This design comes from an exercise in tuning for small area on the open sky130 flow, not from production work.
Function was checked by simulation only, so behaviour that the tests miss may differ from the original.
Power figures rest on the tool's default switching activity, not on a simulated workload.

v4:
## reverse_impact_detector_unit
module reverse_impact_detector_unit #(
  parameter int unsigned SPEED_DEPTH = rid_pkg::SPEED_DEPTH_DEF,
  parameter int unsigned ACCEL_DEPTH = rid_pkg::ACCEL_DEPTH_DEF
) (
  input  logic                            clk_i,
  input  logic                            rst_ni,
  input  logic                            s_axis_tvalid,
  output logic                            s_axis_tready,
  input  logic [rid_pkg::IN_DATA_W-1:0]   s_axis_tdata,
  input  logic [rid_pkg::CMD_W-1:0]       s_axis_tuser,
  output logic                            m_axis_tvalid,
  input  logic                            m_axis_tready,
  output logic [rid_pkg::OUT_DATA_W-1:0]  m_axis_tdata,
  input  logic                            cfg_we_i,
  input  logic [rid_pkg::REG_IDX_W-1:0]   cfg_idx_i,
  input  logic [rid_pkg::REG_DATA_W-1:0]  cfg_data_i
);
Size: ~4700 cells after synthesis.
export LEC_CHECK = 0
export ABC_AREA = 1
export CAP_MARGIN = 20
export CORE_MARGIN = 2
export CORE_UTILIZATION = 70
export PLACE_DENSITY = 0.78
export SLEW_MARGIN = 20
create_clock -name core_clock -period 10.0 [get_ports {clk_i}]
standard.sh (not shown) runs the stock make flow with config.mk's settings and CLKGATE_MAP_FILE= SYNTH_SCRIPT=/design/flow/synth_recipe.tcl, a recipe that flattens the netlist after the stock synthesis.
==> flow/flow/run.sh <==
#!/bin/bash
# Layout flow: the standard synthesis (standard.sh synth, unchanged), then a second ABC
# mapping of the combinational logic only (flow/remap.sh; every flip-flop instance is kept
# as it is, with its name and cell), then the standard layout steps with a leaner clock tree
# (clkbuf_8 leaves over clusters of at most 21 sinks, no dummy loads), the smallest port
# buffers, and more rounds of antenna repair after detailed routing.
# Each tool's output goes to a log file of its own in this folder.
set -e
export CTS_ARGS="-sink_clustering_enable -repair_clock_nets -sink_clustering_size 21 -sink_clustering_max_diameter 50 -buf_list sky130_fd_sc_hd__clkbuf_8 -dont_use_dummy_load"
export BUFFER_PORTS_ARGS="-buffer_cell sky130_fd_sc_hd__buf_1"
export MAX_REPAIR_ANTENNAS_ITER_DRT=15
bash standard.sh synth > standard_synth.log 2>&1
bash flow/remap.sh > remap.log 2>&1
bash standard.sh > standard.log 2>&1
Other scripts of this flow, unchanged in this note and not shown: flow/flow/remap.sh
Both conditions hold for v4: the flow ran to the end and the final layout passed the timing, DRC and antenna checks.
Inputs modified between v4 and v23:
diff --git a/flow/flow/run.sh b/flow/flow/run.sh
--- a/flow/flow/run.sh
+++ b/flow/flow/run.sh
@@ -5 +5 @@
-# (clkbuf_8 leaves over clusters of at most 21 sinks, no dummy loads), the smallest port
+# (clkbuf_8 leaves over clusters of at most 18 sinks, no dummy loads), the smallest port
@@ -9 +9 @@
-export CTS_ARGS="-sink_clustering_enable -repair_clock_nets -sink_clustering_size 21 -sink_clustering_max_diameter 50 -buf_list sky130_fd_sc_hd__clkbuf_8 -dont_use_dummy_load"
+export CTS_ARGS="-sink_clustering_enable -repair_clock_nets -sink_clustering_size 18 -sink_clustering_max_diameter 50 -buf_list sky130_fd_sc_hd__clkbuf_8 -dont_use_dummy_load"
Results
From v4 to v23 the numbers moved as follows: worst-case setup slack after placement has remained practically unchanged, flip-flop and latch share of the layout cell area decreased by 0.37 points relative to the old numbers, clock power shows an increase of about 5%, final net count shows an increase of 0.50%. Route | v23 vs v4 | wire longer in v23. Sort v4 and v23 by core utilization, ascending, and v4 comes first. [v23] time the worst path needs with I/O delays and setup rose 51 ps relative to v4. Reported for v4 and v23, y dimension of the die turned out identical to the last digit. v4 vs v23, start point of the critical path: u_speed.ring_q[144]$_DFF_P_ vs u_scan.j_q[3]$_SDFFE_PP0N_.
Inputs modified between v23 and v22:
diff --git a/flow/flow/run.sh b/flow/flow/run.sh
--- a/flow/flow/run.sh
+++ b/flow/flow/run.sh
@@ -5 +5 @@
-# (clkbuf_8 leaves over clusters of at most 18 sinks, no dummy loads), the smallest port
+# (clkbuf_8 leaves over clusters of at most 20 sinks, no dummy loads), the smallest port
@@ -9 +9 @@
-export CTS_ARGS="-sink_clustering_enable -repair_clock_nets -sink_clustering_size 18 -sink_clustering_max_diameter 50 -buf_list sky130_fd_sc_hd__clkbuf_8 -dont_use_dummy_load"
+export CTS_ARGS="-sink_clustering_enable -repair_clock_nets -sink_clustering_size 20 -sink_clustering_max_diameter 55 -buf_list sky130_fd_sc_hd__clkbuf_8 -dont_use_dummy_load"
==> results.txt <==
- Looking at launch point of the critical path, the u_scan.j_q[3]$_SDFFE_PP0N_ result is from v23; the u_speed.ring_q[144]$_DFF_P_ one comes from v22.
- | relative contribution of sequential cells to total power | v22 vs v23 | 0.7 points higher |
- Delta (v22 minus v23): worst slew margin relative to its limit moved up; proportion of power drawn by the clock network dropped 0.8 points.
- Delta (v22 minus v23): final critical-path share of the clock period fell by 0.72 points, wire length fell by about 1.6%, number of standard cells in the final layout excluding fillers fell by 23, first-pass GRT wire length fell by 1.8%.

port drivers added, routing unchanged:
The results above use ideal ports. As a check the final layouts listed here were re-extracted and re-timed, cells and wires unchanged.
Step 1 sets driving cells, clkbuf_16 on the clock port and buf_2 on the other inputs (assumed; they add their load-dependent delay and slew).
Step 2 moves the port delays by t, midway between the first and last clock arrival at a register: inputs arrive t later, outputs are due t later. That takes back most of the time a late clock gives input paths.
a / b / c = ideal / step 1 / step 2; a / b = the first two.
run	t, ns	slack for setup (ns)	worst setup path at the end	slew at the worst register clock pin (ns)	worst slew at a driven data input, ns
v4	0.899	4.058 / 4.058 / 4.058	register to register	0.12 / 0.12	0.11
v23	0.948	4.006 / 4.006 / 4.006	register to register	0.11 / 0.11	0.11
v22	0.919	4.079 / 4.079 / 4.079	register to register	0.12 / 0.12	0.11
After both steps setup and hold are still met in every run listed.
